Context: an optimization exercise on an open-source flow, tuned for small area, a short achievable clock period and few clock cycles per item. The choices shown serve that exercise and are no tape-out recipe.
In this exercise RTL edits were held to simulation tests only and were not proved equivalent to the original.
No activity file was given, so power comes from the tool's default toggle rates.

<file path="flow/constraint.sdc">
create_clock -name core_clock -period 3.5 [get_ports {aclk}]
set_input_delay 0.7000 -clock core_clock [delete_from_list [all_inputs] [get_ports {aclk}]]
set_output_delay 0.7000 -clock core_clock [all_outputs]
set_load 0.01 [all_outputs]
</file>
<file path="flow/design.v">
package axi4LitePkg;
  localparam int DataWidth = 32;
  localparam int StrbWidth = DataWidth / 8;
  localparam int AddrWidth = 12;
  typedef enum logic [1:0] {
    RespOkay   = 2'd0,
    RespSlvErr = 2'd2
  } respT;
  typedef struct packed {
    logic [AddrWidth-1:0] addr;
  } addrChanT;
  typedef struct packed {
    logic [DataWidth-1:0] data;
    logic [StrbWidth-1:0] strb;  
  } wrDataChanT;
  typedef struct packed {
    respT resp;
  } wrRespChanT;
  typedef struct packed {
    logic [DataWidth-1:0] data;
    respT                 resp;
  } rdDataChanT;
endpackage
`timescale 1ns/1ps
module axi4LiteChanCapture #(
  parameter int Width = 1
) (
  input  logic    aclk,
  input  logic    rst,
  input  logic    inValid,
  output logic    inReady,
  input  logic [Width-1:0] inPayload,
  output logic    full,
  input  logic    take,
  output logic [Width-1:0] payload
);
  assign inReady = !full;
  always_ff @(posedge aclk) begin
    if (rst) begin
      full <= 1'b0;
    end else if (take) begin
      full <= 1'b0;
    end else if (inValid && inReady) begin
      full <= 1'b1;
    end
  end
  always_ff @(posedge aclk) begin
    if (inValid && inReady) payload <= inPayload;
  end
endmodule
`timescale 1ns/1ps
module axi4LiteWriteMaster
(
  input  logic       aclk,
  input  logic       rst,
  input  logic       wrStart,
  input  axi4LitePkg::addrChanT   wrAddr,
  input  axi4LitePkg::wrDataChanT wrData,
  output logic       wrBusy,
  output logic       wrDone,
  output axi4LitePkg::respT       wrResp,
  output logic       awValid,
  input  logic       awReady,
  output axi4LitePkg::addrChanT   awPayload,
  output logic       wValid,
  input  logic       wReady,
  output axi4LitePkg::wrDataChanT wPayload,
  input  logic       bValid,
  output logic       bReady,
  input  axi4LitePkg::wrRespChanT bPayload
);
  typedef enum logic [1:0] {
    Idle,
    Req,
    WaitB
  } stateT;
  stateT state;
  logic  accept;
  logic  awPending;
  logic  wPending;
  assign accept    = (state == Idle) && wrStart;  
  assign awPending = awValid && !awReady;
  assign wPending  = wValid && !wReady;
  assign wrBusy    = (state != Idle);
  assign bReady    = (state == WaitB);
  always_ff @(posedge aclk) begin
    if (rst) begin
      state   <= Idle;
      awValid <= 1'b0;
      wValid  <= 1'b0;
      wrDone  <= 1'b0;
    end else begin
      wrDone <= 1'b0;
      case (state)
        Idle: begin
          if (accept) begin
            awValid <= 1'b1;
            wValid  <= 1'b1;
            state   <= Req;
          end
        end
        Req: begin
          if (awReady) awValid <= 1'b0;
          if (wReady) wValid <= 1'b0;
          if (!awPending && !wPending) state <= WaitB;
        end
        WaitB: begin
          if (bValid && bReady) begin
            wrDone <= 1'b1;
            state  <= Idle;
          end
        end
        default: state <= Idle;
      endcase
    end
  end
  always_ff @(posedge aclk) begin
    if (accept) begin
      awPayload <= wrAddr;
      wPayload  <= wrData;
    end
    if (bValid && bReady) wrResp <= bPayload.resp;  
  end
endmodule
`timescale 1ns/1ps
module axi4LiteReadMaster
(
  input  logic       aclk,
  input  logic       rst,
  input  logic       rdStart,
  input  axi4LitePkg::addrChanT   rdAddr,
  output logic       rdBusy,
  output logic       rdDone,
  output axi4LitePkg::rdDataChanT rdResult,
  output logic       arValid,
  input  logic       arReady,
  output axi4LitePkg::addrChanT   arPayload,
  input  logic       rValid,
  output logic       rReady,
  input  axi4LitePkg::rdDataChanT rPayload
);
  typedef enum logic [1:0] {
    Idle,
    Req,
    WaitR
  } stateT;
  stateT state;
  logic  accept;
  assign accept = (state == Idle) && rdStart;
  assign rdBusy = (state != Idle);
  assign rReady = (state == WaitR);
  always_ff @(posedge aclk) begin
    if (rst) begin
      state   <= Idle;
      arValid <= 1'b0;
      rdDone  <= 1'b0;
    end else begin
      rdDone <= 1'b0;
      case (state)
        Idle: begin
          if (accept) begin
            arValid <= 1'b1;
            state   <= Req;
          end
        end
        Req: begin
          if (arReady) begin
            arValid <= 1'b0;
            state   <= WaitR;
          end
        end
        WaitR: begin
          if (rValid && rReady) begin
            rdDone <= 1'b1;
            state  <= Idle;
          end
        end
        default: state <= Idle;
      endcase
    end
  end
  always_ff @(posedge aclk) begin
    if (accept) arPayload <= rdAddr;
    if (rValid && rReady) rdResult <= rPayload;  
  end
endmodule
`timescale 1ns/1ps
module axi4LiteRegSlave
#(
  parameter int NumRegs = 16
) (
  input  logic       aclk,
  input  logic       rst,
  input  logic       awValid,
  output logic       awReady,
  input  axi4LitePkg::addrChanT   awPayload,
  input  logic       wValid,
  output logic       wReady,
  input  axi4LitePkg::wrDataChanT wPayload,
  output logic       bValid,
  input  logic       bReady,
  output axi4LitePkg::wrRespChanT bPayload,
  input  logic       arValid,
  output logic       arReady,
  input  axi4LitePkg::addrChanT   arPayload,
  output logic       rValid,
  input  logic       rReady,
  output axi4LitePkg::rdDataChanT rPayload
);
  localparam int IdxWidth = (NumRegs > 1) ? $clog2(NumRegs) : 1;
  logic [axi4LitePkg::DataWidth-1:0] regs [NumRegs];
  logic       awFull;
  logic       wFull;
  logic       arFull;
  axi4LitePkg::addrChanT   awHeld;
  axi4LitePkg::wrDataChanT wHeld;
  axi4LitePkg::addrChanT   arHeld;
  logic       wrTake;
  logic       rdTake;
  logic       wrGo;
  logic       rdGo;
  logic       awInRange;
  logic       arInRange;
  logic [IdxWidth-1:0] awIdx;
  logic [IdxWidth-1:0] arIdx;
  axi4LiteChanCapture #(.Width(axi4LitePkg::AddrWidth)) awCapture (
    .aclk(aclk), .rst(rst),
    .inValid(awValid), .inReady(awReady), .inPayload(awPayload),
    .full(awFull), .take(wrTake), .payload(awHeld)
  );
  axi4LiteChanCapture #(.Width(axi4LitePkg::DataWidth + axi4LitePkg::StrbWidth)) wCapture (
    .aclk(aclk), .rst(rst),
    .inValid(wValid), .inReady(wReady), .inPayload(wPayload),
    .full(wFull), .take(wrTake), .payload(wHeld)
  );
  axi4LiteChanCapture #(.Width(axi4LitePkg::AddrWidth)) arCapture (
    .aclk(aclk), .rst(rst),
    .inValid(arValid), .inReady(arReady), .inPayload(arPayload),
    .full(arFull), .take(rdTake), .payload(arHeld)
  );
  assign wrTake = bValid && bReady;
  assign rdTake = rValid && rReady;
  assign wrGo   = awFull && wFull && !bValid;
  assign rdGo   = arFull && !rValid;
  assign awInRange = (awHeld.addr < NumRegs * 4);
  assign arInRange = (arHeld.addr < NumRegs * 4);
  assign awIdx     = awHeld.addr[IdxWidth+1:2];  
  assign arIdx     = arHeld.addr[IdxWidth+1:2];
  always_ff @(posedge aclk) begin
    if (rst) begin
      for (int i = 0; i < NumRegs; i++) regs[i] <= '0;
    end else if (wrGo && awInRange) begin
      for (int b = 0; b < axi4LitePkg::StrbWidth; b++) begin
        if (wHeld.strb[b]) regs[awIdx][8*b +: 8] <= wHeld.data[8*b +: 8];
      end
    end
  end
  always_ff @(posedge aclk) begin
    if (rst) begin
      bValid <= 1'b0;
      rValid <= 1'b0;
    end else begin
      if (wrTake) bValid <= 1'b0;
      else if (wrGo) bValid <= 1'b1;
      if (rdTake) rValid <= 1'b0;
      else if (rdGo) rValid <= 1'b1;
    end
  end
  always_ff @(posedge aclk) begin
    if (wrGo) bPayload.resp <= awInRange ? axi4LitePkg::RespOkay : axi4LitePkg::RespSlvErr;
    if (rdGo) begin
      rPayload.data <= arInRange ? regs[arIdx] : '0;
      rPayload.resp <= arInRange ? axi4LitePkg::RespOkay : axi4LitePkg::RespSlvErr;
    end
  end
endmodule
`timescale 1ns/1ps
module axi4LiteSubsystemTop
#(
  parameter int NumRegs = 16
) (
  input  logic                 aclk,
  input  logic                 rst,
  input  logic                 wrStart,
  input  logic [axi4LitePkg::AddrWidth-1:0] wrAddr,
  input  logic [axi4LitePkg::DataWidth-1:0] wrData,
  input  logic [axi4LitePkg::StrbWidth-1:0] wrStrb,
  output logic                 wrBusy,
  output logic                 wrDone,
  output logic [1:0]           wrResp,
  input  logic                 rdStart,
  input  logic [axi4LitePkg::AddrWidth-1:0] rdAddr,
  output logic                 rdBusy,
  output logic                 rdDone,
  output logic [axi4LitePkg::DataWidth-1:0] rdData,
  output logic [1:0]           rdResp
);
  axi4LitePkg::addrChanT   wrAddrChan;
  axi4LitePkg::wrDataChanT wrDataChan;
  axi4LitePkg::respT       wrRespChan;
  axi4LitePkg::addrChanT   rdAddrChan;
  axi4LitePkg::rdDataChanT rdResultChan;
  assign wrAddrChan.addr = wrAddr;
  assign wrDataChan.data = wrData;
  assign wrDataChan.strb = wrStrb;
  assign wrResp          = wrRespChan;
  assign rdAddrChan.addr = rdAddr;
  assign rdData          = rdResultChan.data;
  assign rdResp          = rdResultChan.resp;
  logic       awValid;
  logic       awReady;
  axi4LitePkg::addrChanT   awPayload;
  logic       wValid;
  logic       wReady;
  axi4LitePkg::wrDataChanT wPayload;
  logic       bValid;
  logic       bReady;
  axi4LitePkg::wrRespChanT bPayload;
  logic       arValid;
  logic       arReady;
  axi4LitePkg::addrChanT   arPayload;
  logic       rValid;
  logic       rReady;
  axi4LitePkg::rdDataChanT rPayload;
  axi4LiteWriteMaster writeMaster (
    .aclk(aclk), .rst(rst),
    .wrStart(wrStart), .wrAddr(wrAddrChan), .wrData(wrDataChan),
    .wrBusy(wrBusy), .wrDone(wrDone), .wrResp(wrRespChan),
    .awValid(awValid), .awReady(awReady), .awPayload(awPayload),
    .wValid(wValid), .wReady(wReady), .wPayload(wPayload),
    .bValid(bValid), .bReady(bReady), .bPayload(bPayload)
  );
  axi4LiteReadMaster readMaster (
    .aclk(aclk), .rst(rst),
    .rdStart(rdStart), .rdAddr(rdAddrChan),
    .rdBusy(rdBusy), .rdDone(rdDone), .rdResult(rdResultChan),
    .arValid(arValid), .arReady(arReady), .arPayload(arPayload),
    .rValid(rValid), .rReady(rReady), .rPayload(rPayload)
  );
  axi4LiteRegSlave #(.NumRegs(NumRegs)) regSlave (
    .aclk(aclk), .rst(rst),
    .awValid(awValid), .awReady(awReady), .awPayload(awPayload),
    .wValid(wValid), .wReady(wReady), .wPayload(wPayload),
    .bValid(bValid), .bReady(bReady), .bPayload(bPayload),
    .arValid(arValid), .arReady(arReady), .arPayload(arPayload),
    .rValid(rValid), .rReady(rReady), .rPayload(rPayload)
  );
endmodule
</file>
<file path="flow/config.mk">
export PLATFORM = sky130hd
export DESIGN_NAME = axi4LiteSubsystemTop
export DESIGN_NICKNAME = axi4LiteSubsystemTop
export VERILOG_FILES = /design/flow/design.v
export SDC_FILE = /design/flow/constraint.sdc
export NUM_CORES = 4
export LEC_CHECK = 0
export CAP_MARGIN = 20
export CORE_MARGIN = 2
export CORE_UTILIZATION = 40
export PLACE_DENSITY = 0.6
export SLEW_MARGIN = 20
</file>
<file path="flow/run.sh">
#!/bin/bash
# synth_recipe.tcl (not shown) runs the flow's synth.tcl, then flattens the netlist and writes it again
# the make line also repeats each setting of config.mk as NAME=value (left out here)
make -C /OpenROAD-flow-scripts/flow DESIGN_CONFIG=/design/flow/config.mk WORK_HOME=/design/flow/orfs CLKGATE_MAP_FILE= SYNTH_SCRIPT=/design/flow/synth_recipe.tcl finish
</file>
==> metrics.cfg <==
[timing]
final.min_clock_period_ns = 2.54
tns_ns = 0
slew_violations = 0
worst_pin_slew_ns = 0.964
rsz0062_at_grt = no
setup_violations = 0
whs_ns = 0.413
max_freq_mhz = 394
fin_crit_sh_pct = 72.6
hold_viol_final = 0
max_slew_margin_pct = 35.7
skew_ns = 0.0309

[cells_and_area]
diodes = 0
final-seq-area_um2 = 21100
multi_input_area_um2 = 8280
areaGrowthSynthToFinish_pct = 15.7
final_nets = 1969
drive_gt1_share_pct = 21.3
fin_area_um2 = 34600
nFillCells = 6282

[power_and_ir_drop]
p_per_area_nw_per_um2 = 557
p_seq_share_pct = 51.8
irDropWorstVdd_mv = 0.337
cell_internal_pwr_uw = 15100
switching_power_uw = 4220
power_frac_clock_pct = 42.7
p_leak_uw = 0.0122
p_sw_share_pct = 21.9
combinationalPowerShare_pct = 5.5

[clocking]
clock_path_buffers = 3
cts_sinks = 706
htreeDepth = 3
clk_latency_ns = 0.63
postCtsSetupBuffers = 0
ctsHoldBuffers = 0
cts_buffers = 77
clkTransAtPathRegs_ns = 0.06
cts_tree = built
clockRootBuffer = clkbuf_16
cts_resized = 0

[floorplanning]
die_h_um = 277
core_area_um2 = 74200
num_io_pins = 104
start_util_pct = 40.3
dieArea_um2 = 76900
rows = 100
die_x_um = 277

[grt]
grt_pass1_vias = 15751
grt_pass1_wl_um = 101000
grt_usage_pct = 17.9
grt_max_degree = 77
antenna_found_initial = 1
grt.overflow.total = 0

[drt]
final_antenna_net_count = 0
drt_iter0_markers = 1272
avgViaCountPerCell = 5.17
dr.pass1.iters = 5
drc_errors = 0
vias = 15172
routedWlPerCell_um = 23.3
wl_um = 68400

[setup_path]
worst_ep_required_time_ns = 3.83
r2r_slack_ns = 0.96
start_kind = register
rr_startpoint = regSlave.arCapture.payload[4]
end_kind = register
critical_path.max_fanout = 28
cp.arrival_ns = 2.87
timing.critical_path.from = regSlave.arCapture.payload[4]
critPathKind = reg2reg

[yosys]
ys_ff_latch = 706
yosysSeqAreaShare_pct = 70.5
ys_warn_count = 5
synth_flop_cell = edfxtp_1
syn_area_per_cell_um2 = 16.8
synth_area_leaders = edfxtp_1, and2_1, mux4_2
yosysTopAreaCellShare_pct = 69.5
syn_inst = 1780
synth_edf_count = 692
synth_top_cell_by_area = edfxtp_1
synth_cell_types = 40
syn_area_um2 = 29900
synthArstFlopShare_pct = 0

[flow_run]
maxCapViolCount = 0

[hold_path]
hp-start = writeMaster.wPayload[22]
hold_path_class = reg2reg

[outcome]
run_status = finished clean

[placed_design]
routabilityCongestion = 0.772
dp_hpwl_um = 45100
place_area_um2 = 32000
io_buffers = 97

metrics by stage:
stage	power, µW	worst slack (ns)	instances	utilization, %
6_report	19300	0.961	2937	46.6
5_1_grt	19900	0.861	2937	46.6
4_1_cts	19500	0.920	2937	46.6
3_5_place_dp	11200	0.734	2795	43.2
3_3_place_gp	11200	0.779	2795	43.2
2_1_floorplan	10700	0.366	1781	-
logic make-up (layout without fill, tap and decap cells):
group | after synthesis | after routing | synth area share (%)
other | 1 | 2 | 0.0125
AND/OR/NAND/NOR | 704 | 704 | 15.0
flip-flops | 706 | 706 | 70.5
multiplexers | 162 | 162 | 10.8
AO/OA/AOI/OAI | 81 | 81 | 1.76
buffers and inverters | 126 | 313 | 1.95
cells in the mapped netlist (3+ instances only):
cell type,n
and2_1,513
a221o_1,16
o21a_1,4
a21oi_1,21
nor3_1,3
edfxtp_1,692
clkbuf_1,50
buf_4,15
o21ai_0,21
mux2_2,16
buf_2,19
buf_6,4
mux4_2,128
inv_1,35
mux2i_1,18
or2_2,66
nand3_1,7
nor2_4,34
nand2_1,12
nor2_1,41
nor2_2,6
nand4_1,5
o22ai_1,16
dfxtp_1,14
nor2b_1,9
power by group through the flow:
stage               sequential (µW)  combinational (µW)  clock (µW)
finish                         9990                1050        8240
global route                  10000                1130        8720
detailed placement            10200                1070           0
CTS                           10000                1080        8390
global placement              10100                1050           0
floorplan                      9960                 752           0
worst max-delay path, cell delays in order (launching register included):
cell and delay, ns:
edfxtp_1 0.62, buf_12 0.27, mux4_2 0.56, mux2_2 0.28
o21ai_0 0.33, a21oi_1 0.14
layout by cell type (no fill, tap or decap), drive strengths merged, types with 9 or more instances in the layout:
master,instances
nor2,81
dfxtp,14
mux4,128
a221o,16
and2,513
nor2b,9
clkbuf,98
inv,39
clkinv,29
buf,39
a21oi,21
mux2,16
nand2,12
mux2i,18
o22ai,16
or2,66
o21ai,21
clkdlybuf4s50,96
edfxtp,692
final timing paths:
path	endpoint	depth (start not counted)
worst max-delay path	regSlave.rPayload[16]	5
worst min-delay path	regSlave.wCapture.payload[22]	0
worst max register to register	regSlave.rPayload[16]	5
worst min register to register	regSlave.wCapture.payload[22]	0
sequential cells by signal (all words and copies together) (netlist names), 2 cells and up:
| signal | cells |
|---|---|
| writeMaster.wPayload | 36 |
| regSlave.awCapture.payload | 10 |
| readMaster.arPayload | 10 |
| regSlave.arCapture.payload | 10 |
| regSlave.regs | 512 |
| writeMaster.state | 2 |
| regSlave.wCapture.payload | 36 |
| writeMaster.awPayload | 10 |
| readMaster.rdResult | 33 |
| regSlave.rPayload | 33 |
| readMaster.state | 2 |
per-layer routing:
layer  track usage (%)  part of all wire (%)
met2              29.7                    49
met3              3.24                   6.0
met4              5.70                   2.3
met1              24.0                    43
met5                 0                 0.016
area by class of cell:
type,count,area share [%]
sequential,706,60.9
timing repair buffer,135,3.87
inverter,36,0.391
clock buffer,98,6.16
multi-input combinational,949,23.9
clock inverter,44,1.29
tap,969,3.50
Testbench counts, summed over its fixed seeds: cycles 8,200, items 4,096.

==> what the ideal ports hide <==
The flow's constraints put no driver on any port. The routed layout listed below was extracted and timed again, unchanged, in two steps. Step 1, drivers: a clkbuf_16 drives aclk and a buf_2 each remaining input, both assumed. Step 2, shift: input delay + t, output delay - t, t = (earliest + latest rising clock arrival at the registers) / 2. This alone moves slack from input paths to output paths. Slacks: ideal ports / drivers / drivers and shift; pairs: ideal ports / drivers.
t, ns: 0.673
setup WS [ns]: 0.961 / 0.901 / 0.758
worst setup path after step 2: input to register
latest minus earliest clock arrival (ns): 0.033 / 0.033
worst register clock-pin slew, ns: 0.06 / 0.06
After both steps this run still meets setup and hold. For this run, drivers alone change the setup slack by -0.060 ns; drivers and shift together by -0.203 ns.
